What follows belongs to an exercise in optimizing a design on an open flow for small area; a production flow would make more cautious choices.
Only simulation tests tie the RTL to the original design; equivalence was not proved.
No activity file was given, so power comes from the tool's default toggle rates.

**flow/design.v**
```verilog
package la_pkg;
  typedef enum logic [1:0] {
    TRIG_IMMEDIATE = 2'b00,
    TRIG_RISING    = 2'b01,
    TRIG_FALLING   = 2'b10,
    TRIG_LEVEL     = 2'b11
  } trig_mode_e;
  typedef enum logic [2:0] {
    CAP_IDLE = 3'd0,
    CAP_PRE  = 3'd1,
    CAP_WAIT = 3'd2,
    CAP_POST = 3'd3,
    CAP_DONE = 3'd4
  } cap_state_e;
endpackage
module la_rd_aoi3 (
  input  logic [2:0] d,
  input  logic [2:0] s,
  output logic       y_n
);
  assign y_n = ~|(d & s);
endmodule
module la_rd_nand4 (
  input  logic [3:0] a_n,
  output logic       y
);
  assign y = ~&a_n;
endmodule
module la_rd_nor4 (
  input  logic [3:0] a,
  output logic       y_n
);
  assign y_n = ~|a;
endmodule
module la_rd_bit #(
  parameter int unsigned DEPTH = 160
) (
  input  logic [DEPTH-1:0] d,
  input  logic [DEPTH-1:0] s,
  output logic             y
);
  localparam int unsigned N1 = (DEPTH + 2) / 3;      
  localparam int unsigned N2 = (N1 + 3) / 4;         
  localparam int unsigned N3 = (N2 + 3) / 4;         
  logic [3*N1-1:0] dp, sp;
  logic [4*N2-1:0] t1;
  logic [4*N3-1:0] t2;
  logic [3:0]      t3;
  assign dp = (3*N1)'(d);
  assign sp = (3*N1)'(s);
  for (genvar i = 0; i < 4*N2; i++) begin : g_l1
    if (i < N1) begin : g_a
      la_rd_aoi3 u (.d(dp[3*i +: 3]), .s(sp[3*i +: 3]), .y_n(t1[i]));
    end else begin : g_pad
      assign t1[i] = 1'b1;
    end
  end
  for (genvar i = 0; i < 4*N3; i++) begin : g_l2
    if (i < N2) begin : g_a
      la_rd_nand4 u (.a_n(t1[4*i +: 4]), .y(t2[i]));
    end else begin : g_pad
      assign t2[i] = 1'b0;
    end
  end
  for (genvar i = 0; i < 4; i++) begin : g_l3
    if (i < N3) begin : g_a
      la_rd_nor4 u (.a(t2[4*i +: 4]), .y_n(t3[i]));
    end else begin : g_pad
      assign t3[i] = 1'b1;
    end
  end
  assign y = ~&t3;
endmodule
module la_capture_engine #(
  parameter int unsigned CHANNEL_COUNT  = 10,
  parameter int unsigned SAMPLE_DEPTH   = 160,
  parameter int unsigned PRESCALE_WIDTH = 16,
  localparam int unsigned AW = $clog2(SAMPLE_DEPTH),
  localparam int unsigned TW = (CHANNEL_COUNT > 1) ? $clog2(CHANNEL_COUNT) : 1
) (
  input  logic                      clk,
  input  logic                      reset,
  input  logic [CHANNEL_COUNT-1:0]  chan_in,
  input  logic [CHANNEL_COUNT-1:0]  chan_enable,
  input  logic                      arm,
  input  logic [TW-1:0]             trig_channel,
  input  logic [1:0]                trig_mode,
  input  logic [PRESCALE_WIDTH-1:0] prescale,
  input  logic [AW-1:0]             pretrig_count,
  input  logic [AW-1:0]             rd_addr,
  output logic [CHANNEL_COUNT-1:0]  rd_data,
  output logic [2:0]                cap_state,
  output logic                      done
);
  localparam int unsigned SELW = 1 << TW;
  localparam logic [AW-1:0] LAST = AW'(SAMPLE_DEPTH - 1);
  la_pkg::cap_state_e        state;
  la_pkg::trig_mode_e        mode_q;
  logic [TW-1:0]             trig_ch_q;
  logic [PRESCALE_WIDTH-1:0] prescale_q;
  logic [PRESCALE_WIDTH-1:0] ps_cnt;
  logic [AW-1:0]             post_len_q;    
  logic [AW-1:0]             cnt;           
  logic                      prev_valid;
  logic                      prev_bit;
  logic [CHANNEL_COUNT-1:0] sample_c;
  logic [SELW-1:0]          sel_ext_c;
  logic                     cur_bit_c;
  logic                     active_c;
  logic                     tick_c;
  logic                     wr_en_c;
  logic                     trig_hit_c;
  logic                     cnt_zero_c;
  assign sample_c   = chan_in & chan_enable;
  assign sel_ext_c  = SELW'(sample_c);
  assign cur_bit_c  = sel_ext_c[trig_ch_q];
  assign active_c   = (state == la_pkg::CAP_PRE) || (state == la_pkg::CAP_WAIT) || (state == la_pkg::CAP_POST);
  assign tick_c     = active_c && (ps_cnt == prescale_q);
  assign cnt_zero_c = (cnt == '0);
  assign wr_en_c    = tick_c && !arm && !((state == la_pkg::CAP_POST) && cnt_zero_c);
  always_comb begin
    trig_hit_c = 1'b0;
    case (mode_q)
      la_pkg::TRIG_IMMEDIATE: trig_hit_c = 1'b1;
      la_pkg::TRIG_RISING:    trig_hit_c = prev_valid && !prev_bit && cur_bit_c;
      la_pkg::TRIG_FALLING:   trig_hit_c = prev_valid && prev_bit && !cur_bit_c;
      la_pkg::TRIG_LEVEL:     trig_hit_c = cur_bit_c;
      default:                trig_hit_c = 1'b0;
    endcase
  end
  always_ff @(posedge clk) begin
    if (arm) begin
      mode_q     <= la_pkg::trig_mode_e'(trig_mode);
      trig_ch_q  <= trig_channel;
      prescale_q <= prescale;
      post_len_q <= LAST - pretrig_count;
      ps_cnt     <= '0;
      cnt        <= pretrig_count;
      prev_valid <= 1'b0;
      prev_bit   <= 1'b0;
    end else begin
      if (active_c) ps_cnt <= tick_c ? '0 : ps_cnt + PRESCALE_WIDTH'(1);
      if (wr_en_c) begin
        prev_bit   <= cur_bit_c;
        prev_valid <= 1'b1;
      end
      case (state)
        la_pkg::CAP_PRE:  if (tick_c) cnt <= cnt - AW'(1);
        la_pkg::CAP_WAIT: if (tick_c && trig_hit_c) cnt <= post_len_q;
        la_pkg::CAP_POST: if (tick_c && !cnt_zero_c) cnt <= cnt - AW'(1);
        default: ;
      endcase
    end
  end
  always_ff @(posedge clk) begin
    if (reset) begin
      state <= la_pkg::CAP_IDLE;
    end else if (arm) begin
      state <= (pretrig_count == '0) ? la_pkg::CAP_WAIT : la_pkg::CAP_PRE;
    end else begin
      case (state)
        la_pkg::CAP_PRE:  if (tick_c && cnt == AW'(1)) state <= la_pkg::CAP_WAIT;
        la_pkg::CAP_WAIT: if (tick_c && trig_hit_c) state <= la_pkg::CAP_POST;
        la_pkg::CAP_POST: if (cnt_zero_c || (tick_c && cnt == AW'(1))) state <= la_pkg::CAP_DONE;
        default: ;
      endcase
    end
  end
  assign cap_state = state;
  assign done      = (state == la_pkg::CAP_DONE);
  logic [CHANNEL_COUNT-1:0] sr [SAMPLE_DEPTH];
  always_ff @(posedge clk) begin
    if (wr_en_c) begin
      sr[0] <= sample_c;
      for (int i = 1; i < SAMPLE_DEPTH; i++) sr[i] <= sr[i-1];
    end
  end
  logic [SAMPLE_DEPTH-1:0]  rd_sel_c;
  logic [CHANNEL_COUNT-1:0] rd_c;
  for (genvar k = 0; k < SAMPLE_DEPTH; k++) begin : g_sel
    assign rd_sel_c[k] = !reset && (rd_addr == AW'(k));
  end
  for (genvar b = 0; b < CHANNEL_COUNT; b++) begin : g_rd
    logic [SAMPLE_DEPTH-1:0] col;
    for (genvar k = 0; k < SAMPLE_DEPTH; k++) begin : g_col
      assign col[k] = sr[SAMPLE_DEPTH-1-k][b];
    end
    la_rd_bit #(.DEPTH(SAMPLE_DEPTH)) u_bit (.d(col), .s(rd_sel_c), .y(rd_c[b]));
  end
  always_ff @(posedge clk) rd_data <= rd_c;
endmodule
```
**flow/run.sh**
```bash
#!/bin/bash
# synth_recipe.tcl (not shown) runs the flow's synth.tcl, then flattens the netlist and writes it again
# the make line also repeats each setting of config.mk as NAME=value (left out here)
make -C /OpenROAD-flow-scripts/flow DESIGN_CONFIG=/design/flow/config.mk WORK_HOME=/design/flow/orfs CLKGATE_MAP_FILE= SYNTH_SCRIPT=/design/flow/synth_recipe.tcl finish
```
**flow/constraint.sdc**
```tcl
create_clock -name core_clock -period 4.4 [get_ports {clk}]
set_input_delay 0.8800 -clock core_clock [delete_from_list [all_inputs] [get_ports {clk}]]
set_output_delay 0.8800 -clock core_clock [all_outputs]
set_load 0.01 [all_outputs]
```
**flow/config.mk**
```make
export PLATFORM = sky130hd
export DESIGN_NAME = la_capture_engine
export DESIGN_NICKNAME = la_capture_engine
export VERILOG_FILES = /design/flow/design.v
export SDC_FILE = /design/flow/constraint.sdc
export NUM_CORES = 4
export LEC_CHECK = 0
export CAP_MARGIN = 20
export CORE_MARGIN = 2
export CORE_UTILIZATION = 45
export PLACE_DENSITY = 0.6
export SLEW_MARGIN = 20
export SYNTH_HIERARCHICAL = 1
```
==> flow_metrics.env, run 1 <==
export IMPL_p_per_area_nw_per_um2=453
export IMPL_postLayoutCellArea_um2=68500
export IMPL_die_area_um2=134000
export IMPL_grt_pass1_vias=32100
export IMPL_hold_violations=0
export IMPL_relSlewSlack=0.186
export IMPL_ctsResizeCount=0
export IMPL_seqPwrFrac=0.555
export IMPL_endpoint_kind="register"
export IMPL_setup_violations_final=0
export IMPL_vias=32500
export IMPL_crit_fanout=10
export IMPL_synthAdderAreaFrac=0.000848
export IMPL_cts_setup_buffers=0
export IMPL_viasPerCell=6.31
export IMPL_final_antenna_net_count=0
export IMPL_numClockSinks=1669
export IMPL_postCtsHoldBufs=0
export IMPL_max_freq_mhz=255
export IMPL_drv_cap=0
export IMPL_p_leak_nw=21.2
export IMPL_synth_seq_area_share=0.844
export IMPL_drt_pass1_iterations=13
export IMPL_postLayoutSetupSlackWorst_ns=0.474
export IMPL_yosys_area_share_simple=0.0480
export IMPL_grt_max_degree=146
export IMPL_finalPower_mw=31.1
export IMPL_power_internal_mw=25.0
export IMPL_wl_um=139000
export IMPL_ctsHtreeMaxLevel=4
export IMPL_io_buffers=74
export IMPL_clk_latency_ns=0.78
export IMPL_wl_met1_um=57100
export IMPL_hpwl_um=92800
export IMPL_cts_clk_slew_worst_paths_ns=0.06
export IMPL_synth_edf_count=1638
export IMPL_comb_power_share=0.012
export IMPL_switching_share=0.196
export IMPL_status="finished clean"
export IMPL_num_io_pins=75
export IMPL_vdd_ir_drop_worst_mv=0.430
export IMPL_initial_core_util=0.454
export IMPL_place_area_um2=63400
export IMPL_synth_top_family_by_area="compound AO/OA/AOI/OAI gates"
export IMPL_root_buffer="clkbuf_16"
export IMPL_top_layer_used="met5"
export IMPL_rr_startpoint="prescale_q[10]$_DFFE_PP_"
export IMPL_ff_latch_area_um2=49800
export IMPL_syn_area_per_cell_um2=20.6
export IMPL_synth_compound_area_share=0.0963
export IMPL_switchingPower_mw=6.09
export IMPL_tightest_slew_ns=1.22
export IMPL_fin_crit_sh=0.892
export IMPL_multi_input_area_um2=9270
export IMPL_grt_pass1_wl_um=206000
export IMPL_grt_setup_unrepaired="false"
export IMPL_cts_buffers=165
export IMPL_fin_skew_ns=0.0201
export IMPL_wl_met3_um=15000
export IMPL_worstSetupPathType="in -> reg"
export IMPL_hp_start="sr[90][6]$_DFFE_PP_"
export IMPL_hp_class="reg -> reg"
export IMPL_fin_crit_ns=3.93
export IMPL_yosys_register_bits=1669
export IMPL_synthXorXnorAreaFrac=0.00535
export IMPL_startpoint="rd_addr[7]"
export IMPL_synth_flop_cell="edfxtp_1"
export IMPL_start_kind="input pin"
export IMPL_cts_tree="done"
export IMPL_gr_usage_all_layers=0.202
export IMPL_core_um2=130000
export IMPL_die_h_um=366
export IMPL_synthMuxAreaShare=0.00129
export IMPL_fp_dieW_um=366
export IMPL_clockBufferDepth=3
export IMPL_wl_per_cell_um=26.9
export IMPL_synthToLayoutAreaGrowth_pct=16.2
export IMPL_dp_slack_ns=-0.191
export IMPL_nets=3351
export IMPL_crit_required_ns=5.12
export IMPL_drive_gt1_frac=0.126
export IMPL_netlist_area_um2=59000
export IMPL_rows=132
export IMPL_yosysWarnings=8
export IMPL_num_antenna_cells=0
export IMPL_p_clk_frac=0.433
export IMPL_synth_async_sr_flop_share=0
export IMPL_synthCells=2861
export IMPL_drt_iter0_markers=6442
export IMPL_synth_cell_type_count=50
export IMPL_antenna_found_initial=4
export IMPL_timing_final_max_slew_violations=0
export IMPL_fillers=10200
export IMPL_routabilityCongestion=0.845
export IMPL_wl_met2_um=63200
export IMPL_post_route_drc_count=0
export IMPL_overflow=0
export IMPL_crit_arrival_ns=4.64
-- Yosys stat by module (local to each module, per instance), a selection --
| module | flip-flops and latches | area, um2 |
|---|---|---|
| la_rd_nor4 | 0 | 12.5 |
| la_rd_nand4 | 0 | 6.26 |
| la_capture_engine | 1669 | 52100 |
| la_rd_aoi3 | 0 | 10.0 |
-- worst max-delay path, stage by stage --
cell             delay [ns]
clkdlybuf4s50_1        0.44
nor2_1                 0.25
nand2_1                0.10
nor2_1                 0.78
nand3_1                0.32
nor2_1                 0.96
a222oi_1               0.30
nand4_1                0.27
nor4_2                 0.08
buf_4                  0.14
nand4_1                0.10
-- flip-flops by register name (all words and copies together), names as in the netlist, 2 cells and up --
name,count
rd_data,10
post_len_q,8
mode_q,2
ps_cnt,16
state,3
sr,1600
trig_ch_q,4
cnt,8
prescale_q,16
-- cell type report --
cell class | count | area share
Clock buffer | 217 | 0.0663
Clock inverter | 76 | 0.00842
Inverter | 19 | 0.00104
Multi-Input combinational cell | 1213 | 0.135
Sequential cell | 1669 | 0.727
Tap cell | 1742 | 0.0318
Timing Repair Buffer | 218 | 0.0303
-- placed cells by master (no fill, tap or decap), drive strengths merged, types with 19 or more instances in the layout --
cell type	n
nor4	42
nor2	193
a222oi	540
clkdlybuf4s50	73
nand2	49
dfxtp	31
inv	26
clkinv	60
buf	145
conb	80
clkbuf	217
xnor2	19
edfxtp	1638
nand4	156
-- logic make-up (layout without fill, tap and decap cells) --
kind of cell | count (synthesis) | in the layout
fa+ha+maj | 4 | 4
simple gates | 507 | 507
xor+xnor | 36 | 36
other cells | 20 | 80
mux | 6 | 6
flops | 1669 | 1669
buf+inv | 39 | 530
compound gates | 580 | 580
-- through the flow --
step           instances  utilization  TNS, ns  hold slack (ns)
3_5_place_dp        4861        0.488    -1.23            0.434
4_1_cts             5154        0.528        0            0.442
6_report            5154        0.528        0            0.441
5_1_grt             5154        0.528        0            0.451
3_3_place_gp        4861        0.488   -0.876            0.429
2_1_floorplan       2921            -        -            0.426
-- path summary, 6_finish.rpt --
check | cells after the start | slack (ns) | end
setup / recovery | 11 | 0.47 | rd_data[4]$_DFF_P_
hold / removal | 0 | 0.44 | sr[91][6]$_DFFE_PP_
setup reg to reg | 8 | 1.27 | sr[65][1]$_DFFE_PP_
hold reg to reg | 0 | 0.44 | sr[91][6]$_DFFE_PP_
-- cells in the mapped netlist (all sizes together), types with 2 or more instances --
library cell | count | area share
nand3 | 18 | 0.0016
edfxtp | 1638 | 0.83
nor3b | 3 | 0.00038
a21oi | 13 | 0.0011
dfxtp | 31 | 0.011
conb | 20 | 0.0013
o21ai | 8 | 0.00068
a31oi | 2 | 0.00021
and2 | 7 | 0.00074
nor2 | 193 | 0.012
nor3 | 11 | 0.0012
clkbuf | 19 | 0.0012
a222oi | 540 | 0.092
nand2b | 6 | 0.00064
ha | 4 | 0.00085
nor2b | 9 | 0.00095
nand2 | 49 | 0.0031
xnor2 | 19 | 0.0028
mux2i | 2 | 0.00034
nand4 | 156 | 0.017
nor4 | 42 | 0.0088
xor2 | 17 | 0.0025
o31ai | 2 | 0.00025
and3 | 3 | 0.00032
inv | 19 | 0.0012
a311oi | 2 | 0.00030
nand3b | 5 | 0.00064
a211oi | 4 | 0.00059
a311o | 2 | 0.00034
mux2 | 3 | 0.00057
-- layer usage --
layer | global-route usage | up-vias
met3 | 0.0468 | 210
met5 | 0 | -
met1 | 0.294 | 16600
met2 | 0.304 | 1900
li1 | - | 13800
met4 | 0.0611 | 2
-- power by group through the flow --
stage                     Clock, mW  Combinational [mW]  Sequential (mW)
after global routing           14.3               0.391             17.3
after detailed placement          0               0.360             17.6
after CTS                      13.8               0.362             17.3
final                          13.5               0.364             17.3
after floorplan                   0               0.171             17.6
after global placement            0               0.354             17.6
==> inputs of run 2 (changes only) <==
--- a/flow/design.v
+++ b/flow/design.v
@@ -20,56 +20,33 @@
 );
   assign y_n = ~|(d & s);
 endmodule
-module la_rd_nand4 (
-  input  logic [3:0] a_n,
-  output logic       y
-);
-  assign y = ~&a_n;
-endmodule
-module la_rd_nor4 (
-  input  logic [3:0] a,
+module la_rd_aoi2 (
+  input  logic [1:0] d,
+  input  logic [1:0] s,
   output logic       y_n
 );
-  assign y_n = ~|a;
+  assign y_n = ~|(d & s);
 endmodule
 module la_rd_bit #(
-  parameter int unsigned DEPTH = 160
+  parameter int unsigned N = 176
 ) (
-  input  logic [DEPTH-1:0] d,
-  input  logic [DEPTH-1:0] s,
-  output logic             y
-);
-  localparam int unsigned N1 = (DEPTH + 2) / 3;      
-  localparam int unsigned N2 = (N1 + 3) / 4;         
-  localparam int unsigned N3 = (N2 + 3) / 4;         
-  logic [3*N1-1:0] dp, sp;
-  logic [4*N2-1:0] t1;
-  logic [4*N3-1:0] t2;
-  logic [3:0]      t3;
-  assign dp = (3*N1)'(d);
-  assign sp = (3*N1)'(s);
-  for (genvar i = 0; i < 4*N2; i++) begin : g_l1
-    if (i < N1) begin : g_a
-      la_rd_aoi3 u (.d(dp[3*i +: 3]), .s(sp[3*i +: 3]), .y_n(t1[i]));
-    end else begin : g_pad
-      assign t1[i] = 1'b1;
-    end
-  end
-  for (genvar i = 0; i < 4*N3; i++) begin : g_l2
-    if (i < N2) begin : g_a
-      la_rd_nand4 u (.a_n(t1[4*i +: 4]), .y(t2[i]));
-    end else begin : g_pad
-      assign t2[i] = 1'b0;
-    end
-  end
-  for (genvar i = 0; i < 4; i++) begin : g_l3
-    if (i < N3) begin : g_a
-      la_rd_nor4 u (.a(t2[4*i +: 4]), .y_n(t3[i]));
-    end else begin : g_pad
-      assign t3[i] = 1'b1;
-    end
-  end
-  assign y = ~&t3;
+  input  logic [N-1:0] d,
+  input  logic [N-1:0] s,
+  output logic         y
+);
+  localparam int unsigned N3 = N / 3;
+  localparam int unsigned N2 = (N % 3 == 0) ? 0 : 1;
+  localparam int unsigned NT = N3 + N2;
+  logic [NT-1:0] t_n;
+  for (genvar i = 0; i < N3; i++) begin : g_a3
+    la_rd_aoi3 u (.d(d[3*i +: 3]), .s(s[3*i +: 3]), .y_n(t_n[i]));
+  end
+  if (N % 3 == 2) begin : g_a2
+    la_rd_aoi2 u (.d(d[N-1 -: 2]), .s(s[N-1 -: 2]), .y_n(t_n[NT-1]));
+  end else if (N % 3 == 1) begin : g_a1
+    assign t_n[NT-1] = ~(d[N-1] & s[N-1]);
+  end
+  assign y = ~&t_n;
 endmodule
 module la_capture_engine #(
   parameter int unsigned CHANNEL_COUNT  = 10,
@@ -168,24 +145,83 @@
   end
   assign cap_state = state;
   assign done      = (state == la_pkg::CAP_DONE);
-  logic [CHANNEL_COUNT-1:0] sr [SAMPLE_DEPTH];
-  always_ff @(posedge clk) begin
-    if (wr_en_c) begin
-      sr[0] <= sample_c;
-      for (int i = 1; i < SAMPLE_DEPTH; i++) sr[i] <= sr[i-1];
-    end
-  end
-  logic [SAMPLE_DEPTH-1:0]  rd_sel_c;
+  localparam int unsigned M  = 16;
+  localparam int unsigned MW = 4;
+  localparam int unsigned R  = SAMPLE_DEPTH / M;
+  localparam int unsigned RW = $clog2(R + 1);
+  logic [CHANNEL_COUNT-1:0] sbuf   [M];
+  logic [M*CHANNEL_COUNT-1:0] ring_q [R];    
+  logic [MW-1:0]            f;        
+  logic [RW-1:0]            u;        
+  logic                     row_done_c;
+  logic [RW:0]              u_sum_c;
+  logic [M-1:0]             inj_c;
+  assign row_done_c = wr_en_c && (f == MW'(M - 1));
+  assign u_sum_c    = (RW+1)'(u) + (RW+1)'(1) + (RW+1)'(row_done_c);
+  always_ff @(posedge clk) begin
+    if (reset) begin
+      f <= '0;
+      u <= '0;
+    end else begin
+      if (wr_en_c) f <= f + MW'(1);
+      u <= (u_sum_c >= (RW+1)'(R)) ? RW'(u_sum_c - (RW+1)'(R)) : RW'(u_sum_c);
+    end
+  end
+  always_ff @(posedge clk) begin
+    if (wr_en_c) sbuf[f] <= sample_c;
+  end
+  for (genvar c = 0; c < M; c++) begin : g_inj
+    assign inj_c[c] = ((u == RW'(R - 1)) && (MW'(c) < f)) || ((u == '0) && (MW'(c) >= f));
+  end
+  always_ff @(posedge clk) begin
+    for (int c = 0; c < M; c++)
+      ring_q[0][c*CHANNEL_COUNT +: CHANNEL_COUNT] <=
+        inj_c[c] ? sbuf[c] : ring_q[R-1][c*CHANNEL_COUNT +: CHANNEL_COUNT];
+    for (int p = 1; p < R; p++)
+      ring_q[p] <= ring_q[p-1];
+  end
+  localparam int unsigned NE = (R + 1) * M;
+  logic [AW:0]              rd_sum_c;
+  logic [MW-1:0]            rd_c_c;
+  logic [AW-MW:0]           rd_q_c;
+  logic                     rd_ok_c;
+  logic                     rd_s_c;
+  logic [RW:0]              rd_p_sum_c;
+  logic [RW-1:0]            rd_p_c;
+  logic [R:0]               rd_row_c;
+  logic [M-1:0]             rd_col_c;
+  logic [NE-1:0]            rd_sel_c;
   logic [CHANNEL_COUNT-1:0] rd_c;
-  for (genvar k = 0; k < SAMPLE_DEPTH; k++) begin : g_sel
-    assign rd_sel_c[k] = !reset && (rd_addr == AW'(k));
+  assign rd_sum_c   = (AW+1)'(rd_addr) + (AW+1)'(f);
+  assign rd_c_c     = rd_sum_c[MW-1:0];
+  assign rd_q_c     = rd_sum_c[AW:MW];
+  assign rd_ok_c    = !reset && (rd_addr < AW'(SAMPLE_DEPTH));
+  assign rd_s_c     = (rd_q_c == (AW-MW+1)'(R)) || ((rd_q_c == (AW-MW+1)'(R - 1)) && (rd_c_c >= f));
+  assign rd_p_sum_c = (RW+1)'(u) + (RW+1)'(rd_q_c);
+  assign rd_p_c     = (rd_p_sum_c >= (RW+1)'(R)) ? RW'(rd_p_sum_c - (RW+1)'(R)) : RW'(rd_p_sum_c);
+  for (genvar p = 0; p < R; p++) begin : g_row
+    assign rd_row_c[p] = rd_ok_c && !rd_s_c && (rd_p_c == RW'(p));
+  end
+  assign rd_row_c[R] = rd_ok_c && rd_s_c;
+  for (genvar c = 0; c < M; c++) begin : g_col
+    assign rd_col_c[c] = (rd_c_c == MW'(c));
+  end
+  for (genvar p = 0; p <= R; p++) begin : g_sel_r
+    for (genvar c = 0; c < M; c++) begin : g_sel_c
+      assign rd_sel_c[p*M + c] = rd_row_c[p] && rd_col_c[c];
+    end
   end
   for (genvar b = 0; b < CHANNEL_COUNT; b++) begin : g_rd
-    logic [SAMPLE_DEPTH-1:0] col;
-    for (genvar k = 0; k < SAMPLE_DEPTH; k++) begin : g_col
-      assign col[k] = sr[SAMPLE_DEPTH-1-k][b];
-    end
-    la_rd_bit #(.DEPTH(SAMPLE_DEPTH)) u_bit (.d(col), .s(rd_sel_c), .y(rd_c[b]));
+    logic [NE-1:0] col;
+    for (genvar p = 0; p < R; p++) begin : g_r
+      for (genvar c = 0; c < M; c++) begin : g_c
+        assign col[p*M + c] = ring_q[p][c*CHANNEL_COUNT + b];
+      end
+    end
+    for (genvar c = 0; c < M; c++) begin : g_s
+      assign col[R*M + c] = sbuf[c][b];
+    end
+    la_rd_bit #(.N(NE)) u_bit (.d(col), .s(rd_sel_c), .y(rd_c[b]));
   end
   always_ff @(posedge clk) rd_data <= rd_c;
 endmodule
==> flow_metrics.env, run 2 <==
export IMPL_max_freq_mhz=175
export IMPL_core_um2=115000
export IMPL_io_buffers=74
export IMPL_yosys_register_bits=1837
export IMPL_grt_setup_unrepaired="true"
export IMPL_fin_crit_sh=1.30
export IMPL_synthTopCellsByArea="dfxtp_1 63%, edfxtp_1 11%, a222oi_1 11%"
export IMPL_routabilityCongestion=1.09
export IMPL_cts_tree="done"
export IMPL_syn_area_per_cell_um2=14.6
export IMPL_grt_pass1_wl_um=321000
export IMPL_grt_pass1_vias=38800
export IMPL_postLayoutSetupSlackWorst_ns=-1.32
export IMPL_die_area_um2=119000
export IMPL_path_buf_inv=8
export IMPL_yosysWarnings=8
export IMPL_rows=124
export IMPL_drive_gt1_frac=0.288
export IMPL_ff_latch_area_um2=38800
export IMPL_critical_path_max_stage_delay_ns=0.57
export IMPL_initial_core_util=0.455
export IMPL_final_cell_mix="1,637 x dfxtp_1, 580 x a222oi_1, 467 x buf_4"
export IMPL_fillers=8984
export IMPL_grt_util_met2=0.626
export IMPL_gr_usage_met3=0.0657
export IMPL_crit_required_ns=5.05
export IMPL_largest_reg_flops=1600
export IMPL_synthTopCellsByCount="1,639 x dfxtp_1, 580 x a222oi_1, 198 x edfxtp_1"
export IMPL_fin_skew_ns=0.0607
export IMPL_crit_fanout=7
export IMPL_netlist_area_um2=52200
export IMPL_synth_async_sr_flop_share=0
export IMPL_largest_register="ring_q"
export IMPL_reg2regPathDepth=26
export IMPL_cts_clk_slew_worst_paths_ns=0.06
export IMPL_die_h_um=345
export IMPL_min_path_cells=0
export IMPL_crit_arrival_ns=6.37
export IMPL_fp_dieW_um=345
export IMPL_tightest_slew_ns=1.28
export IMPL_synth_cell_type_count=66
export IMPL_min_to="ring_q[4][85]$_DFF_P_"
export IMPL_start_kind="input pin"
export IMPL_cts_buffers=173
export IMPL_endpoint_kind="register"
export IMPL_multi_input_area_um2=14700
export IMPL_p_leak_nw=26.5
export IMPL_reg2reg_setup_slack_ns=-1.32
export IMPL_final_common_cell="dfxtp_1"
export IMPL_antenna_found_initial=5
export IMPL_p_per_area_nw_per_um2=574
export IMPL_overflow=0
export IMPL_numClockSinks=1837
export IMPL_cp_common_cell="buf_4"
export IMPL_drt_iter0_markers=8264
export IMPL_hp_class="reg -> reg"
export IMPL_rr_startpoint="f[0]$_SDFFE_PP0P_"
export IMPL_vias=39300
export IMPL_so_faults="negative setup slack"
export IMPL_timing_final_max_slew_violations=0
export IMPL_final_antenna_net_count=0
export IMPL_wl_per_cell_um=40.5
export IMPL_synthToLayoutAreaGrowth_pct=31.1
export IMPL_synth_seq_area_share=0.742
export IMPL_num_io_pins=75
export IMPL_ctsHtreeMaxLevel=4
export IMPL_post_route_drc_count=0
export IMPL_gr_usage_all_layers=0.405
export IMPL_worstSetupPathType="in -> reg"
export IMPL_viasPerCell=6.53
export IMPL_drt_pass1_iterations=13
export IMPL_finalPower_mw=39.3
export IMPL_vdd_ir_drop_worst_mv=0.426
export IMPL_root_buffer="clkbuf_16"
export IMPL_reg2reg_to="rd_data[1]$_DFF_P_"
export IMPL_hold_violations=0
export IMPL_synth_edf_count=198
export IMPL_grt_busiest_layer="met2"
export IMPL_drv_cap=0
export IMPL_global_route_usage_met1=0.494
export IMPL_status="complete, but fails checks"
export IMPL_fin_util=0.597
export IMPL_largestRegisters="ring_q (1600), sbuf (160)"
export IMPL_yosys_area_top_type_share=0.628
export IMPL_relSlewSlack=0.138
export IMPL_grt_max_degree=53
export IMPL_hp_start="ring_q[3][85]$_DFF_P_"
export IMPL_setup_violations_final=10
export IMPL_cp_slowest_cell="or4_4"
export IMPL_synthCells=3566
export IMPL_clockBufferDepth=3
export IMPL_cp_top_family="simple AND/OR/NAND/NOR gates"
export IMPL_wl_um=244000
export IMPL_synth_flop_cell="dfxtp_1"
export IMPL_clk_latency_ns=0.80
export IMPL_synth_top_area_cell="dfxtp_1"
export IMPL_yosysMostFrequentCell="dfxtp_1"
export IMPL_nets=4447
export IMPL_fin_crit_ns=5.72
export IMPL_hpwl_um=197000
## run 2: changes by cell type after synthesis, sizes merged, moves of 68 or more
cell / previous run / this run
edfxtp: 1638 / 198
dfxtp: 31 / 1639
mux2: 3 / 160
nor4: 42 / 111
nor2: 193 / 125
nor3: 11 / 84
## run 2: how the worst max path moves through the flow
stage	slack [ns]	depth (start not counted)	endpoint	start
finish	-1.32	27	rd_data[1]$_DFF_P_	rd_addr[0]
global route	-1.34	26	rd_data[1]$_DFF_P_	f[0]$_SDFFE_PP0P_
CTS	-1.24	26	rd_data[1]$_DFF_P_	f[0]$_SDFFE_PP0P_
detailed placement	-2.73	26	rd_data[1]$_DFF_P_	rd_addr[0]
global placement	-2.68	26	rd_data[1]$_DFF_P_	rd_addr[0]
floorplan	-0.87	22	rd_data[0]$_DFF_P_	rd_addr[0]
## run 2: logic make-up (layout without fill, tap and decap cells)
group | after synthesis | in the layout | synth area share
mux | 170 | 170 | 0.0367
compound gates | 701 | 701 | 0.128
fa+ha+maj | 27 | 27 | 0.00676
flops | 1837 | 1837 | 0.742
xor+xnor | 48 | 48 | 0.00805
other cells | 0 | 7 | 0
buf+inv | 111 | 1045 | 0.00841
simple gates | 672 | 672 | 0.0699
## run 2: per-stage QoR
stage | setup TNS, ns | worst slack [ns] | hold WS [ns] | instances | cell area (um2)
after CTS | -10.56 | -1.24 | 0.305 | 5995 | 68000
final | -11.44 | -1.32 | 0.311 | 6019 | 68500
after floorplan | -8.75 | -0.875 | 0.330 | 3566 | 52300
after global placement | -22.07 | -2.68 | 0.331 | 5656 | 61400
after global routing | -12.46 | -1.34 | 0.319 | 6012 | 68400
after detailed placement | -22.87 | -2.73 | 0.336 | 5658 | 61400
## run 2: what timing repair did
| action | in CTS | in global routing |
|---|---|---|
| hold buffers | 0 | 0 |
| cloned | 1 | 2 |
| endpoints found under the hold margin | 0 | 0 |
| setup endpoints to repair | 10 | 10 |
| pin swaps | 27 | 43 |
| gates resized for setup | 72 | 63 |
| buffers inserted | 21 | 18 |
## run 2: report_power, final
group | leakage [nW] | switching (mW) | total (mW) | internal (mW)
clock network | 2.90 | 6.63 | 15.2 | 8.58
registers | 15.6 | 2.46 | 21.8 | 19.3
logic | 8.03 | 1.30 | 2.30 | 0.997
total | 26.5 | 10.4 | 39.3 | 28.9
## run 2: metal layers
metal | part of all wire | vias to the layer above
met5 | 0 | -
met4 | 0.10 | 0
met3 | 0.095 | 785
met2 | 0.44 | 2956
met1 | 0.36 | 19400
li1 | - | 16100
## run 2: modules after synthesis, one instance, submodules excluded, a selection
module	area, um2	cells inside	flip-flops and latches	copies in the design
la_rd_aoi3	10.0	1	0	580
la_capture_engine	45000	2766	1837	1
la_rd_aoi2	12.5	1	0	10
## run 2: worst reg2reg max path, delay by kind of cell (launching register included)
family                   cells  cell delay [ns]
AND/OR/NAND/NOR              7             1.63
adder cells (fa/ha/maj)      4             1.09
XOR/XNOR                     1             0.15
buffers and inverters        7             0.84
AO/OA/AOI/OAI                7             1.55
flip-flops                   1             0.34
## run 2: area by class of cell
cell class                      instances  share of cell area
Clock inverter                         85              0.0141
Sequential cell                      1837               0.566
Clock buffer                          231              0.0722
Tap cell                             1512              0.0276
Antenna cell                            7            0.000256
Timing Repair Buffer                  687               0.103
Inverter                               42             0.00230
Multi-Input combinational cell       1618               0.215
==> inputs of run 3 (changes only) <==
--- a/flow/design.v
+++ b/flow/design.v
@@ -145,17 +145,17 @@
   end
   assign cap_state = state;
   assign done      = (state == la_pkg::CAP_DONE);
-  localparam int unsigned M  = 16;
-  localparam int unsigned MW = 4;
-  localparam int unsigned R  = SAMPLE_DEPTH / M;
-  localparam int unsigned RW = $clog2(R + 1);
-  logic [CHANNEL_COUNT-1:0] sbuf   [M];
+  localparam int unsigned M    = 8;
+  localparam int unsigned MW   = $clog2(M);
+  localparam int unsigned R    = SAMPLE_DEPTH / M;
+  localparam int unsigned RW   = $clog2(R + 1);
+  localparam int unsigned NINJ = (R + M - 1) / M;
+  logic [CHANNEL_COUNT-1:0]   sbuf   [M];
   logic [M*CHANNEL_COUNT-1:0] ring_q [R];    
-  logic [MW-1:0]            f;        
-  logic [RW-1:0]            u;        
-  logic                     row_done_c;
-  logic [RW:0]              u_sum_c;
-  logic [M-1:0]             inj_c;
+  logic [MW-1:0]              f;             
+  logic [RW-1:0]              u;             
+  logic                       row_done_c;
+  logic [RW:0]                u_sum_c;
   assign row_done_c = wr_en_c && (f == MW'(M - 1));
   assign u_sum_c    = (RW+1)'(u) + (RW+1)'(1) + (RW+1)'(row_done_c);
   always_ff @(posedge clk) begin
@@ -170,41 +170,59 @@
   always_ff @(posedge clk) begin
     if (wr_en_c) sbuf[f] <= sample_c;
   end
-  for (genvar c = 0; c < M; c++) begin : g_inj
-    assign inj_c[c] = ((u == RW'(R - 1)) && (MW'(c) < f)) || ((u == '0) && (MW'(c) >= f));
-  end
-  always_ff @(posedge clk) begin
-    for (int c = 0; c < M; c++)
-      ring_q[0][c*CHANNEL_COUNT +: CHANNEL_COUNT] <=
-        inj_c[c] ? sbuf[c] : ring_q[R-1][c*CHANNEL_COUNT +: CHANNEL_COUNT];
-    for (int p = 1; p < R; p++)
-      ring_q[p] <= ring_q[p-1];
+  function automatic bit inj_pos(input int unsigned p);
+    inj_pos = 1'b0;
+    for (int unsigned j = 0; j < NINJ; j++)
+      if ((j * R) / NINJ == p) inj_pos = 1'b1;
+  endfunction
+  for (genvar p = 0; p < R; p++) begin : g_ring
+    localparam int unsigned PF = (p + R - 1) % R;    
+    if (inj_pos(p)) begin : g_inj
+      logic [M-1:0] inj_c;
+      for (genvar c = 0; c < M; c++) begin : g_w
+        assign inj_c[c] = ((u == RW'(PF)) && (MW'(c) < f)) || ((u == RW'(p)) && (MW'(c) >= f));
+      end
+      always_ff @(posedge clk) begin
+        for (int c = 0; c < M; c++)
+          ring_q[p][c*CHANNEL_COUNT +: CHANNEL_COUNT] <=
+            inj_c[c] ? sbuf[c] : ring_q[PF][c*CHANNEL_COUNT +: CHANNEL_COUNT];
+      end
+    end else begin : g_move
+      always_ff @(posedge clk) ring_q[p] <= ring_q[PF];
+    end
   end
   localparam int unsigned NE = (R + 1) * M;
   logic [AW:0]              rd_sum_c;
   logic [MW-1:0]            rd_c_c;
   logic [AW-MW:0]           rd_q_c;
-  logic                     rd_ok_c;
   logic                     rd_s_c;
   logic [RW:0]              rd_p_sum_c;
   logic [RW-1:0]            rd_p_c;
+  logic                     rd_ok_q;      
+  logic                     rd_s_q;
+  logic [RW-1:0]            rd_p_q;
+  logic [MW-1:0]            rd_c_q;
   logic [R:0]               rd_row_c;
   logic [M-1:0]             rd_col_c;
   logic [NE-1:0]            rd_sel_c;
-  logic [CHANNEL_COUNT-1:0] rd_c;
   assign rd_sum_c   = (AW+1)'(rd_addr) + (AW+1)'(f);
   assign rd_c_c     = rd_sum_c[MW-1:0];
   assign rd_q_c     = rd_sum_c[AW:MW];
-  assign rd_ok_c    = !reset && (rd_addr < AW'(SAMPLE_DEPTH));
   assign rd_s_c     = (rd_q_c == (AW-MW+1)'(R)) || ((rd_q_c == (AW-MW+1)'(R - 1)) && (rd_c_c >= f));
-  assign rd_p_sum_c = (RW+1)'(u) + (RW+1)'(rd_q_c);
+  assign rd_p_sum_c = (RW+1)'(u) + (RW+1)'(rd_q_c) + (RW+1)'(1);
   assign rd_p_c     = (rd_p_sum_c >= (RW+1)'(R)) ? RW'(rd_p_sum_c - (RW+1)'(R)) : RW'(rd_p_sum_c);
+  always_ff @(posedge clk) begin
+    rd_ok_q <= !reset && (rd_addr < AW'(SAMPLE_DEPTH));
+    rd_s_q  <= rd_s_c;
+    rd_p_q  <= rd_p_c;
+    rd_c_q  <= rd_c_c;
+  end
   for (genvar p = 0; p < R; p++) begin : g_row
-    assign rd_row_c[p] = rd_ok_c && !rd_s_c && (rd_p_c == RW'(p));
-  end
-  assign rd_row_c[R] = rd_ok_c && rd_s_c;
+    assign rd_row_c[p] = rd_ok_q && !rd_s_q && (rd_p_q == RW'(p));
+  end
+  assign rd_row_c[R] = rd_ok_q && rd_s_q;
   for (genvar c = 0; c < M; c++) begin : g_col
-    assign rd_col_c[c] = (rd_c_c == MW'(c));
+    assign rd_col_c[c] = (rd_c_q == MW'(c));
   end
   for (genvar p = 0; p <= R; p++) begin : g_sel_r
     for (genvar c = 0; c < M; c++) begin : g_sel_c
@@ -221,7 +239,6 @@
     for (genvar c = 0; c < M; c++) begin : g_s
       assign col[R*M + c] = sbuf[c][b];
     end
-    la_rd_bit #(.N(NE)) u_bit (.d(col), .s(rd_sel_c), .y(rd_c[b]));
-  end
-  always_ff @(posedge clk) rd_data <= rd_c;
-endmodule
+    la_rd_bit #(.N(NE)) u_bit (.d(col), .s(rd_sel_c), .y(rd_data[b]));
+  end
+endmodule
==> flow_metrics.env, run 3 <==
export IMPL_status="complete, but fails checks"
export IMPL_so_faults="negative setup slack"
export IMPL_crit_fanout=8
export IMPL_synth_cell_type_count=64
export IMPL_gr_usage_all_layers=0.417
export IMPL_cp_slowest_cell="a222oi_1"
export IMPL_critical_path_max_stage_delay_ns=0.90
export IMPL_fin_crit_sh=1.13
export IMPL_netlist_area_um2=49400
export IMPL_synth_top_area_cell="dfxtp_1"
export IMPL_crit_arrival_ns=4.10
export IMPL_grt_setup_unrepaired="true"
export IMPL_finalHoldWorstSlack_ns=0.339
export IMPL_routabilityCongestion=1.07
export IMPL_setup_violations_final=10
export IMPL_viasPerCell=6.63
export IMPL_fp_dieW_um=335
export IMPL_ctsHtreeMaxLevel=4
export IMPL_startpoint="rd_c_q[1]$_DFF_P_"
export IMPL_fin_skew_ns=0.0238
export IMPL_synthTopCellsByCount="1,639 x dfxtp_1, 560 x a222oi_1, 250 x nor2_1"
export IMPL_rr_startpoint="cnt[4]$_DFFE_PP_"
export IMPL_hold_violations=0
export IMPL_nets=4154
export IMPL_min_path_cells=0
export IMPL_worstSetupPathType="reg -> out"
export IMPL_synthTopCellsByArea="dfxtp_1 66%, a222oi_1 11%, edfxtp_1 7.2%"
export IMPL_drt_iter0_markers=8944
export IMPL_largest_reg_flops=1600
export IMPL_cts_buffers=168
export IMPL_drt_pass1_iterations=12
export IMPL_reg2reg_to="u[3]$_SDFF_PP0_"
export IMPL_vdd_ir_drop_worst_mv=0.370
export IMPL_hp_class="reg -> reg"
export IMPL_clk_latency_ns=0.80
export IMPL_start_kind="register"
export IMPL_largestRegisters="ring_q (1600), sbuf (80)"
export IMPL_cts_tree="done"
export IMPL_postLayoutSetupSlackWorst_ns=-0.580
export IMPL_grt_pass1_vias=35600
export IMPL_finalSetupTns_ns=-3.38
export IMPL_synthCells=3428
export IMPL_fin_util=0.576
export IMPL_cp_common_cell="nand4_1"
export IMPL_grt_max_degree=57
export IMPL_drive_gt1_frac=0.275
export IMPL_grt_pass1_wl_um=311000
export IMPL_die_h_um=335
export IMPL_cp_top_family="simple AND/OR/NAND/NOR gates"
export IMPL_yosysWarnings=8
export IMPL_endpoint_kind="primary output"
export IMPL_synth_flop_cell="dfxtp_1"
export IMPL_wl_um=240000
export IMPL_critPathCapture="rd_data[7]"
export IMPL_hpwl_um=187000
export IMPL_path_buf_inv=3
export IMPL_post_route_drc_count=0
export IMPL_overflow=0
export IMPL_clockBufferDepth=3
export IMPL_io_buffers=74
export IMPL_yosys_register_bits=1757
export IMPL_final_antenna_net_count=0
export IMPL_crit_cells=9
export IMPL_crit_chain="nand3b_1 > buf_6 > nor2_4 > a222oi_1 > nand4_1 > nor4_4 > buf_4 > nand4_1 > buf_2"
export IMPL_timing_final_max_slew_violations=0
export IMPL_dp_slack_ns=-0.699
export IMPL_root_buffer="clkbuf_16"
export IMPL_relSlewSlack=0.188
export IMPL_initial_core_util=0.454
export IMPL_reg2reg_setup_slack_ns=0.87
export IMPL_tightest_slew_ns=1.22
export IMPL_max_freq_mhz=201
export IMPL_rows=121
export IMPL_p_leak_nw=24.7
export IMPL_synthToLayoutAreaGrowth_pct=26.8
export IMPL_antenna_found_initial=35
export IMPL_fin_crit_ns=4.98
export IMPL_postCtsHoldBufs=0
export IMPL_final_cell_mix="1,630 x dfxtp_1, 560 x a222oi_1, 353 x buf_4"
export IMPL_final_common_cell="dfxtp_1"
export IMPL_synth_seq_area_share=0.735
export IMPL_cts_clk_slew_worst_paths_ns=0.07
export IMPL_numClockSinks=1757
export IMPL_p_per_area_nw_per_um2=600
export IMPL_die_area_um2=113000
export IMPL_drv_cap=0
export IMPL_wl_per_cell_um=42.5
export IMPL_yosysMostFrequentCell="dfxtp_1"
export IMPL_yosys_area_top_type_share=0.664
export IMPL_vias=37400
export IMPL_synth_async_sr_flop_share=0
export IMPL_num_io_pins=75
export IMPL_core_um2=109000
export IMPL_syn_area_per_cell_um2=14.4
export IMPL_largest_register="ring_q"
export IMPL_reg2regPathDepth=19
export IMPL_crit_required_ns=3.52
export IMPL_synth_edf_count=118
-- run 3: changes by cell type in the layout (fill, tap and decap cells not counted), moves of 21 or more --
cell	delta
nor3_2	-21
nand2_1	+32
nor2_2	+44
nor2_4	+79
buf_6	+36
nor4_2	-44
edfxtp_1	-80
buf_12	-102
buf_4	-114
nor3_1	-27
nor4_4	-33
mux2_2	+58
-- run 3: area by class of cell --
class                      count  area, um2
clock buffer                 245       4990
timing repair buffer         508       4480
tap                         1414       1770
clock inverter                62        925
multi-input combinational   1603      14000
fill                        8800      46100
inverter                      27        101
sequential                  1757      36400
antenna                       27       67.6
-- run 3: worst register-to-register path, cell delays in order (launching register included) --
cell       delay (ns)
edfxtp_1         0.44
nor3_1           0.32
nand4_1          0.16
or3b_1           0.42
nand2b_1         0.09
nand2b_1         0.25
inv_1            0.07
nand2_1          0.09
ha_1             0.16
inv_1            0.05
ha_1             0.22
xnor2_1          0.20
inv_1            0.09
ha_1             0.19
nand2_1          0.05
o21ai_0          0.06
and2_1           0.17
nand2b_1         0.17
a2bb2oi_1        0.16
nor2_1           0.05
-- run 3: how the worst min path moves through the flow --
stage | startpoint | to | slack (ns)
floorplan | ring_q[9][0]$_DFF_P_ | ring_q[10][0]$_DFF_P_ | 0.33
global placement | ring_q[17][59]$_DFF_P_ | ring_q[18][59]$_DFF_P_ | 0.33
detailed placement | ring_q[7][72]$_DFF_P_ | ring_q[8][72]$_DFF_P_ | 0.33
CTS | ring_q[17][3]$_DFF_P_ | ring_q[18][3]$_DFF_P_ | 0.34
global route | ring_q[13][79]$_DFF_P_ | ring_q[14][79]$_DFF_P_ | 0.35
finish | ring_q[8][51]$_DFF_P_ | ring_q[9][51]$_DFF_P_ | 0.34
-- run 3: routing by layer --
metal	vias to the layer above	wire length (um)	track usage
li1	15000	-	-
met4	26	19400	0.281
met2	3304	99000	0.597
met1	18400	87900	0.516
met3	716	33100	0.165
met5	-	273	0
-- run 3: through the flow --
stage	cell area [um2]	power (mW)	std cells
finish	62700	37.6	5643
global route	62700	38.3	5620
CTS	62200	37.4	5591
detailed placement	54700	22.1	5235
global placement	54700	22.2	5235
floorplan	49400	20.1	3428
-- run 3: per-module statistics from Yosys (local to each module, per instance), a selection --
module / cells inside / flops+latches / area [um2]
la_capture_engine: 2678 / 1757 / 42700
la_rd_aoi3: 1 / 0 / 10.0
-- run 3: cells by family (layout without fill, tap and decap cells) --
logic type	count (synthesis)	in the layout	synth area share
flip-flops	1757	1757	0.735
XOR/XNOR	55	55	0.00974
AO/OA/AOI/OAI	635	635	0.125
adder cells (fa/ha/maj)	28	28	0.00739
AND/OR/NAND/NOR	654	655	0.0643
buffers and inverters	69	842	0.00547
other	0	27	0
multiplexers	230	230	0.0532
-- run 3: where the power goes --
| group | internal, mW | total (mW) | switching [mW] |
|---|---|---|---|
| clock | 9.12 | 15.4 | 6.29 |
| combinational | 0.682 | 1.59 | 0.907 |
| sequential | 18.4 | 20.6 | 2.25 |
| total | 28.2 | 37.6 | 9.45 |
-- run 3: repair_timing --
action / in CTS / in global routing
cloned: 2 / 1
pin swaps: 96 / 57
setup endpoints to repair: 10 / 10
resized for setup: 368 / 41
buffers inserted: 53 / 28
==> inputs of run 4 (changes only) <==
--- a/flow/config.mk
+++ b/flow/config.mk
@@ -8,6 +8,8 @@
 export CAP_MARGIN = 20
 export CORE_MARGIN = 2
 export CORE_UTILIZATION = 45
+export CTS_BUF_LIST = sky130_fd_sc_hd__clkbuf_8
+export GPL_TIMING_DRIVEN = 0
 export PLACE_DENSITY = 0.6
 export SLEW_MARGIN = 20
 export SYNTH_HIERARCHICAL = 1
==> flow_metrics.env, run 4 <==
export IMPL_status="complete, but fails checks"
export IMPL_so_faults="negative setup slack"
export IMPL_cp_top_family="simple AND/OR/NAND/NOR gates"
export IMPL_synthAdderAreaFrac=0.00739
export IMPL_ctsHtreeMaxLevel=5
export IMPL_synth_async_sr_flop_share=0
export IMPL_core_um2=109000
export IMPL_antenna_found_initial=46
export IMPL_place_area_um2=52200
export IMPL_io_buffers=74
export IMPL_drt_iter0_markers=8950
export IMPL_root_buffer="clkbuf_8"
export IMPL_crit_chain="or3_4 > clkbuf_16 > nor2_4 > a222oi_1 > nand4_1 > nor4_4 > nand4_1 > buf_2"
export IMPL_yosys_area_top_type_share=0.664
export IMPL_rows=121
export IMPL_switching_share=0.259
export IMPL_largest_reg_flops=1600
export IMPL_clockBufferDepth=4
export IMPL_vdd_ir_drop_worst_mv=0.244
export IMPL_largest_register="ring_q"
export IMPL_cts_tree="done"
export IMPL_grt_pass1_vias=35400
export IMPL_netlist_area_um2=49400
export IMPL_grt_setup_unrepaired="true"
export IMPL_synthMuxAreaShare=0.0532
export IMPL_final_cell_mix="1,629 x dfxtp_1, 560 x a222oi_1, 359 x clkbuf_8"
export IMPL_yosysWarnings=8
export IMPL_synth_flop_cell="dfxtp_1"
export IMPL_max_freq_mhz=180
export IMPL_timing_final_max_slew_violations=0
export IMPL_synthTopCellsByArea="dfxtp_1 66%, a222oi_1 11%, edfxtp_1 7.2%"
export IMPL_wl_um=230000
export IMPL_numClockSinks=1757
export IMPL_die_h_um=335
export IMPL_tightest_slew_ns=1.39
export IMPL_drv_cap=0
export IMPL_gr_usage_all_layers=0.401
export IMPL_drt_pass1_iterations=14
export IMPL_viasPerCell=6.60
export IMPL_setup_violations_final=10
export IMPL_vias=36400
export IMPL_hpwl_um=174000
export IMPL_comb_power_share=0.041
export IMPL_cp_slowest_cell="a222oi_1"
export IMPL_yosys_area_share_simple=0.0643
export IMPL_crit_required_ns=3.52
export IMPL_fin_crit_ns=5.54
export IMPL_crit_arrival_ns=4.66
export IMPL_final_common_cell="dfxtp_1"
export IMPL_crit_fanout=10
export IMPL_largestRegisters="ring_q (1600), sbuf (80)"
export IMPL_syn_area_per_cell_um2=14.4
export IMPL_p_leak_nw=23.3
export IMPL_nets=3972
export IMPL_synth_seq_area_share=0.735
export IMPL_post_route_drc_count=0
export IMPL_fin_util=0.550
export IMPL_grt_max_degree=32
export IMPL_die_area_um2=113000
export IMPL_hp_class="reg -> reg"
export IMPL_fin_crit_sh=1.26
export IMPL_worstSetupPathType="reg -> out"
export IMPL_postLayoutCellArea_um2=59900
export IMPL_initial_core_util=0.454
export IMPL_synth_top_family_by_area="compound AO/OA/AOI/OAI gates"
export IMPL_synthToLayoutAreaGrowth_pct=21.2
export IMPL_endpoint_kind="primary output"
export IMPL_cts_clk_slew_worst_paths_ns=0.07
export IMPL_synth_cell_type_count=64
export IMPL_drive_gt1_frac=0.240
export IMPL_synthCells=3428
export IMPL_synth_compound_area_share=0.125
export IMPL_fp_dieW_um=335
export IMPL_switchingPower_mw=9.26
export IMPL_yosys_register_bits=1757
export IMPL_fillers=9076
export IMPL_postLayoutSetupSlackWorst_ns=-1.14
export IMPL_synthXorXnorAreaFrac=0.00974
export IMPL_overflow=0
export IMPL_path_buf_inv=2
export IMPL_final_antenna_net_count=0
export IMPL_postCtsHoldBufs=0
export IMPL_yosysMostFrequentCell="dfxtp_1"
export IMPL_grt_pass1_wl_um=300000
export IMPL_p_per_area_nw_per_um2=596
export IMPL_num_io_pins=75
export IMPL_cp_common_cell="nand4_1"
export IMPL_critical_path_max_stage_delay_ns=0.93
export IMPL_fin_skew_ns=0.0780
export IMPL_cts_buffers=287
export IMPL_seqPwrFrac=0.573
export IMPL_wl_per_cell_um=41.7
export IMPL_p_clk_frac=0.386
export IMPL_relSlewSlack=0.0754
export IMPL_synth_top_area_cell="dfxtp_1"
export IMPL_routabilityCongestion=1.08
export IMPL_synth_edf_count=118
export IMPL_synthTopCellsByCount="1,639 x dfxtp_1, 560 x a222oi_1, 250 x nor2_1"
export IMPL_power_internal_mw=26.5
export IMPL_clk_latency_ns=0.99
export IMPL_start_kind="register"
export IMPL_hold_violations=0
## run 4: cell counts after synthesis
No cell type changed its count.
## run 4: kinds of logic (layout without fill, tap and decap cells)
kind of cell | count (synthesis) | after routing
flip-flops | 1757 | 1757
AND/OR/NAND/NOR | 654 | 657
AO/OA/AOI/OAI | 635 | 635
multiplexers | 230 | 230
buffers and inverters | 69 | 712
XOR/XNOR | 55 | 55
adder cells (fa/ha/maj) | 28 | 28
other | 0 | 31
## run 4: layout make-up
cell class	count	area [um2]	area share
well taps	1414	1770	0.0295
multi-input cells	1605	14200	0.236
clock buffers	357	4910	0.0820
plain buffers	41	399	0.00666
inverters	27	101	0.00169
flip-flops and latches	1757	36400	0.607
clock inverters	123	636	0.0106
diodes	31	77.6	0.00129
repair buffers	164	1470	0.0246
## run 4: path summary, 6_finish.rpt
check                                            start                      to  slack [ns]  cells after the start
worst max register to register        cnt[4]$_DFFE_PP_         u[3]$_SDFF_PP0_        0.53                     20
worst min register to register  ring_q[15][20]$_DFF_P_  ring_q[16][20]$_DFF_P_        0.30                      0
worst max-delay path                 rd_c_q[0]$_DFF_P_              rd_data[4]       -1.14                      8
worst min-delay path            ring_q[15][20]$_DFF_P_  ring_q[16][20]$_DFF_P_        0.30                      0
## run 4: per-module statistics from Yosys (local to each module, per instance), excerpt
module             flops+latches  copies in the design  cells  area, um2
la_capture_engine           1757                     1   2678      42700
la_rd_aoi3                     0                   560      1       10.0
## run 4: power groups by stage
stage	Clock (mW)	Sequential [mW]	Combinational, mW
floorplan	0	19.4	0.680
global placement	0	20.6	1.26
detailed placement	0	20.6	1.27
CTS	13.8	20.3	1.41
global route	14.5	20.5	1.51
finish	13.8	20.5	1.48
## run 4: per-stage QoR
| stage | instances | hold WS, ns | setup TNS [ns] | setup WS, ns | total power [mW] |
|---|---|---|---|---|---|
| after floorplan | 3428 | 0.330 | 0 | 1.05 | 20.1 |
| after global placement | 4916 | 0.334 | -63.15 | -2.71 | 21.9 |
| after detailed placement | 4935 | 0.336 | -17.93 | -2.07 | 21.9 |
| after CTS | 5458 | 0.302 | -8.75 | -1.01 | 35.5 |
| after global routing | 5495 | 0.296 | -8.62 | -0.930 | 36.6 |
| final | 5519 | 0.305 | -10.18 | -1.14 | 35.7 |
## run 4: what timing repair did
item	CTS	global route
cloned	3	0
buffers inserted	41	26
setup endpoints to repair	10	10
pin swaps	80	43
resized for setup	362	37
## run 4: per-layer routing
metal | routed length [um] | vias up | track usage
met4 | 16800 | 30 | 0.263
met3 | 31900 | 737 | 0.158
met1 | 83900 | 17900 | 0.493
met5 | 213 | - | 0
li1 | - | 14700 | -
met2 | 97000 | 3136 | 0.583
==> inputs of run 5 (changes only) <==
--- a/flow/design.v
+++ b/flow/design.v
@@ -27,26 +27,32 @@
 );
   assign y_n = ~|(d & s);
 endmodule
-module la_rd_bit #(
-  parameter int unsigned N = 176
+module la_rd_gate (
+  input  logic [2:0] t_n,
+  input  logic       row_n,
+  output logic       y
+);
+  assign y = ~((&t_n) | row_n);
+endmodule
+module la_rd_row (
+  input  logic [7:0] d,
+  input  logic [7:0] s,
+  input  logic       row_n,
+  output logic       y
+);
+  logic [2:0] t_n;
+  la_rd_aoi3 u_a0 (.d(d[2:0]), .s(s[2:0]), .y_n(t_n[0]));
+  la_rd_aoi3 u_a1 (.d(d[5:3]), .s(s[5:3]), .y_n(t_n[1]));
+  la_rd_aoi2 u_a2 (.d(d[7:6]), .s(s[7:6]), .y_n(t_n[2]));
+  la_rd_gate u_g  (.t_n(t_n), .row_n(row_n), .y(y));
+endmodule
+module la_rd_or #(
+  parameter int unsigned N = 21
 ) (
-  input  logic [N-1:0] d,
-  input  logic [N-1:0] s,
+  input  logic [N-1:0] a,
   output logic         y
 );
-  localparam int unsigned N3 = N / 3;
-  localparam int unsigned N2 = (N % 3 == 0) ? 0 : 1;
-  localparam int unsigned NT = N3 + N2;
-  logic [NT-1:0] t_n;
-  for (genvar i = 0; i < N3; i++) begin : g_a3
-    la_rd_aoi3 u (.d(d[3*i +: 3]), .s(s[3*i +: 3]), .y_n(t_n[i]));
-  end
-  if (N % 3 == 2) begin : g_a2
-    la_rd_aoi2 u (.d(d[N-1 -: 2]), .s(s[N-1 -: 2]), .y_n(t_n[NT-1]));
-  end else if (N % 3 == 1) begin : g_a1
-    assign t_n[NT-1] = ~(d[N-1] & s[N-1]);
-  end
-  assign y = ~&t_n;
+  assign y = |a;
 endmodule
 module la_capture_engine #(
   parameter int unsigned CHANNEL_COUNT  = 10,
@@ -191,54 +197,50 @@
       always_ff @(posedge clk) ring_q[p] <= ring_q[PF];
     end
   end
-  localparam int unsigned NE = (R + 1) * M;
-  logic [AW:0]              rd_sum_c;
-  logic [MW-1:0]            rd_c_c;
-  logic [AW-MW:0]           rd_q_c;
+  localparam int unsigned HW = AW - MW;
+  logic [MW:0]              rd_lo_c;
+  logic [HW-1:0]            rd_hi_c;
+  logic                     rd_ok_c;
   logic                     rd_s_c;
   logic [RW:0]              rd_p_sum_c;
   logic [RW-1:0]            rd_p_c;
-  logic                     rd_ok_q;      
-  logic                     rd_s_q;
-  logic [RW-1:0]            rd_p_q;
-  logic [MW-1:0]            rd_c_q;
+  logic [R:0]               rd_row_n_q;   
+  logic [M-1:0]             rd_col_q;
   logic [R:0]               rd_row_c;
   logic [M-1:0]             rd_col_c;
-  logic [NE-1:0]            rd_sel_c;
-  assign rd_sum_c   = (AW+1)'(rd_addr) + (AW+1)'(f);
-  assign rd_c_c     = rd_sum_c[MW-1:0];
-  assign rd_q_c     = rd_sum_c[AW:MW];
-  assign rd_s_c     = (rd_q_c == (AW-MW+1)'(R)) || ((rd_q_c == (AW-MW+1)'(R - 1)) && (rd_c_c >= f));
-  assign rd_p_sum_c = (RW+1)'(u) + (RW+1)'(rd_q_c) + (RW+1)'(1);
+  assign rd_lo_c    = (MW+1)'(rd_addr[MW-1:0]) + (MW+1)'(f);
+  assign rd_hi_c    = rd_addr[AW-1:MW];
+  assign rd_ok_c    = !reset && (rd_addr < AW'(SAMPLE_DEPTH));
+  assign rd_s_c     = (rd_hi_c == HW'(R - 1));
+  assign rd_p_sum_c = (RW+1)'(u) + (RW+1)'(rd_hi_c) + (RW+1)'(rd_lo_c[MW]) + (RW+1)'(1);
   assign rd_p_c     = (rd_p_sum_c >= (RW+1)'(R)) ? RW'(rd_p_sum_c - (RW+1)'(R)) : RW'(rd_p_sum_c);
-  always_ff @(posedge clk) begin
-    rd_ok_q <= !reset && (rd_addr < AW'(SAMPLE_DEPTH));
-    rd_s_q  <= rd_s_c;
-    rd_p_q  <= rd_p_c;
-    rd_c_q  <= rd_c_c;
-  end
   for (genvar p = 0; p < R; p++) begin : g_row
-    assign rd_row_c[p] = rd_ok_q && !rd_s_q && (rd_p_q == RW'(p));
-  end
-  assign rd_row_c[R] = rd_ok_q && rd_s_q;
+    assign rd_row_c[p] = rd_ok_c && !rd_s_c && (rd_p_c == RW'(p));
+  end
+  assign rd_row_c[R] = rd_ok_c && rd_s_c;
   for (genvar c = 0; c < M; c++) begin : g_col
-    assign rd_col_c[c] = (rd_c_q == MW'(c));
-  end
-  for (genvar p = 0; p <= R; p++) begin : g_sel_r
-    for (genvar c = 0; c < M; c++) begin : g_sel_c
-      assign rd_sel_c[p*M + c] = rd_row_c[p] && rd_col_c[c];
-    end
+    assign rd_col_c[c] = (rd_lo_c[MW-1:0] == MW'(c));
+  end
+  always_ff @(posedge clk) begin
+    rd_row_n_q <= ~rd_row_c;
+    rd_col_q <= rd_col_c;
   end
   for (genvar b = 0; b < CHANNEL_COUNT; b++) begin : g_rd
-    logic [NE-1:0] col;
+    logic [R:0] rows;
     for (genvar p = 0; p < R; p++) begin : g_r
+      logic [M-1:0] d;
       for (genvar c = 0; c < M; c++) begin : g_c
-        assign col[p*M + c] = ring_q[p][c*CHANNEL_COUNT + b];
-      end
-    end
-    for (genvar c = 0; c < M; c++) begin : g_s
-      assign col[R*M + c] = sbuf[c][b];
-    end
-    la_rd_bit #(.N(NE)) u_bit (.d(col), .s(rd_sel_c), .y(rd_data[b]));
-  end
-endmodule
+        assign d[c] = ring_q[p][c*CHANNEL_COUNT + b];
+      end
+      la_rd_row u_row (.d(d), .s(rd_col_q), .row_n(rd_row_n_q[p]), .y(rows[p]));
+    end
+    begin : g_s
+      logic [M-1:0] d;
+      for (genvar c = 0; c < M; c++) begin : g_c
+        assign d[c] = sbuf[c][b];
+      end
+      la_rd_row u_row (.d(d), .s(rd_col_q), .row_n(rd_row_n_q[R]), .y(rows[R]));
+    end
+    la_rd_or #(.N(R + 1)) u_or (.a(rows), .y(rd_data[b]));
+  end
+endmodule
--- a/flow/config.mk
+++ b/flow/config.mk
@@ -8,8 +8,6 @@
 export CAP_MARGIN = 20
 export CORE_MARGIN = 2
 export CORE_UTILIZATION = 45
-export CTS_BUF_LIST = sky130_fd_sc_hd__clkbuf_8
-export GPL_TIMING_DRIVEN = 0
 export PLACE_DENSITY = 0.6
 export SLEW_MARGIN = 20
 export SYNTH_HIERARCHICAL = 1
==> flow_metrics.env, run 5 <==
export IMPL_synth_flop_cell="dfxtp_1"
export IMPL_status="finished clean"
export IMPL_rows=123
export IMPL_numClockSinks=1776
export IMPL_gr_usage_met3=0.0693
export IMPL_tightest_slew_ns=1.22
export IMPL_yosys_register_bits=1776
export IMPL_crit_required_ns=3.52
export IMPL_relSlewSlack=0.183
export IMPL_netlist_area_um2=51200
export IMPL_synth_seq_area_share=0.718
export IMPL_wl_per_cell_um=29.5
export IMPL_nets=3902
export IMPL_hold_violations=0
export IMPL_core_um2=113000
export IMPL_viasPerCell=6.07
export IMPL_die_area_um2=116000
export IMPL_clk_latency_ns=0.77
export IMPL_yosys_area_top_type_share=0.648
export IMPL_grt_pass1_wl_um=229000
export IMPL_final_common_cell="dfxtp_1"
export IMPL_num_io_pins=75
export IMPL_start_kind="register"
export IMPL_num_antenna_cells=0
export IMPL_global_route_usage_met1=0.371
export IMPL_die_h_um=341
export IMPL_hpwl_um=96300
export IMPL_postCtsHoldBufs=0
export IMPL_synthCells=3438
export IMPL_cts_tree="done"
export IMPL_clockBufferDepth=3
export IMPL_initial_core_util=0.454
export IMPL_yosysWarnings=8
export IMPL_cts_clk_slew_worst_paths_ns=0.06
export IMPL_synth_async_sr_flop_share=0
export IMPL_postLayoutCellArea_um2=61500
export IMPL_dp_slack_ns=-0.190
export IMPL_largest_reg_flops=1600
export IMPL_synth_top_area_cell="dfxtp_1"
export IMPL_cts_buffers=168
export IMPL_max_freq_mhz=228
export IMPL_fin_skew_ns=0.0256
export IMPL_grt_util_met2=0.395
export IMPL_grt_busiest_layer="met2"
export IMPL_fin_crit_ns=4.39
export IMPL_vias=33000
export IMPL_root_buffer="clkbuf_16"
export IMPL_setup_violations_final=0
export IMPL_grt_pass1_vias=33100
export IMPL_grt_setup_unrepaired="true"
export IMPL_routabilityCongestion=0.823
export IMPL_yosysMostFrequentCell="dfxtp_1"
export IMPL_timing_final_max_slew_violations=0
export IMPL_drv_cap=0
export IMPL_p_leak_nw=23.0
export IMPL_hp_start="ring_q[17][24]$_DFF_P_"
export IMPL_largest_register="ring_q"
export IMPL_synthToLayoutAreaGrowth_pct=20.2
export IMPL_endpoint_kind="primary output"
export IMPL_io_buffers=74
export IMPL_antenna_found_initial=9
export IMPL_finalSetupTns_ns=0
export IMPL_finalPower_mw=36.8
export IMPL_p_per_area_nw_per_um2=598
export IMPL_final_cell_mix="1,650 x dfxtp_1, 420 x a222oi_1, 221 x mux2_2"
export IMPL_postLayoutSetupSlackWorst_ns=0.0141
export IMPL_synth_cell_type_count=78
export IMPL_worstSetupPathType="reg -> out"
export IMPL_drive_gt1_frac=0.239
export IMPL_hp_class="reg -> reg"
export IMPL_startpoint="rd_col_q[1]$_DFF_P_"
export IMPL_wl_um=161000
export IMPL_vdd_ir_drop_worst_mv=0.320
export IMPL_overflow=0
export IMPL_final_antenna_net_count=0
export IMPL_syn_area_per_cell_um2=14.9
export IMPL_gr_usage_all_layers=0.268
export IMPL_largestRegisters="ring_q (1600), sbuf (80), rd_row_n_q (21)"
export IMPL_crit_arrival_ns=3.51
export IMPL_rr_startpoint="state[1]$_SDFFE_PP0P_"
export IMPL_crit_fanout=61
export IMPL_synth_edf_count=118
export IMPL_synthTopCellsByArea="dfxtp_1 65%, a222oi_1 8.2%, edfxtp_1 6.9%"
export IMPL_fin_crit_sh=0.997
export IMPL_post_route_drc_count=0
export IMPL_synthTopCellsByCount="1,658 x dfxtp_1, 420 x a222oi_1, 221 x mux2_2"
export IMPL_fp_dieW_um=341
export IMPL_place_area_um2=55100
export IMPL_grt_max_degree=85
export IMPL_drt_pass1_iterations=14
export IMPL_drt_iter0_markers=4935
export IMPL_ctsHtreeMaxLevel=4
[run 5: changes by cell type after synthesis, sizes merged, moves of 10 or more]
cell	change
a31oi	+210
a22oi	+210
nand4	-142
or4	+20
a222oi	-140
clkbuf	-22
dfxtp	+19
buf	+11
xnor2	-10
nor2	-187
nor3	+13
[run 5: cells by family (layout without fill, tap and decap cells)]
| logic type | Yosys count | after routing | share of synthesized area |
|---|---|---|---|
| flip-flops | 1776 | 1776 | 0.718 |
| AO/OA/AOI/OAI | 929 | 929 | 0.173 |
| AND/OR/NAND/NOR | 372 | 372 | 0.0380 |
| multiplexers | 227 | 227 | 0.0505 |
| buffers and inverters | 56 | 562 | 0.00506 |
| XOR/XNOR | 48 | 48 | 0.00821 |
| adder cells (fa/ha/maj) | 30 | 30 | 0.00763 |
[run 5: final cells by class]
cell class	count	area [um2]
Multi-Input combinational cell	1606	14400
Timing Repair Buffer	234	2640
Fill cell	9240	51100
Sequential cell	1776	36800
Inverter	25	93.8
Tap cell	1500	1880
Clock buffer	244	4990
Clock inverter	59	759
[run 5: worst paths after layout]
path,endpoint,slack (ns),depth (start not counted)
setup / recovery,rd_data[2],0.01,6
hold / removal,ring_q[18][24]$_DFF_P_,0.34,0
setup reg to reg,u[2]$_SDFF_PP0_,0.51,16
hold reg to reg,ring_q[18][24]$_DFF_P_,0.34,0
[run 5: repair_timing]
action	4_1_cts	5_1_grt
setup endpoints to repair	10	10
gates resized for setup	35	24
endpoints found under the hold margin	0	0
pin swaps	13	28
cloned	4	5
buffers inserted	12	7
[run 5: critical path, cell delays in order, from the launching register on]
cell and delay [ns]:
dfxtp_4 0.45, buf_12 0.24, a222oi_1 0.35, a31oi_1 0.19, or4_1 0.53, or4_4 0.58
dlygate4sd2_1 0.32
[run 5: report_power, final]
part	switching [mW]	internal, mW	leakage [nW]
logic	1.13	0.989	5.15
clock network	6.10	8.76	2.83
registers	1.34	18.5	15.0
[run 5: per-module statistics from Yosys (local to each module, per instance), a selection]
module | cell area [um2] | flops+latches
la_capture_engine | 42600 | 1776
la_rd_aoi2 | 12.5 | 0
la_rd_gate | 6.26 | 0
la_rd_aoi3 | 10.0 | 0
[run 5: per-layer routing]
metal | share of wire | wire (um)
met1 | 0.43 | 68500
met2 | 0.43 | 68800
met3 | 0.10 | 16400
met4 | 0.042 | 6690
met5 | 0.00088 | 142
[run 5: metrics by stage]
stage	instances	util	hold WS (ns)
floorplan	3438	-	0.330
global placement	5113	0.489	0.334
detailed placement	5113	0.489	0.336
CTS	5432	0.543	0.339
global route	5444	0.546	0.345
finish	5444	0.546	0.338

Check on run 5: ideal ports give 0.014 ns setup slack; a clkbuf_16 on the clock port and buf_2 on the inputs give -0.063 ns; moving port delays by the midpoint clock arrival (0.833 ns) as well gives -0.198 ns.
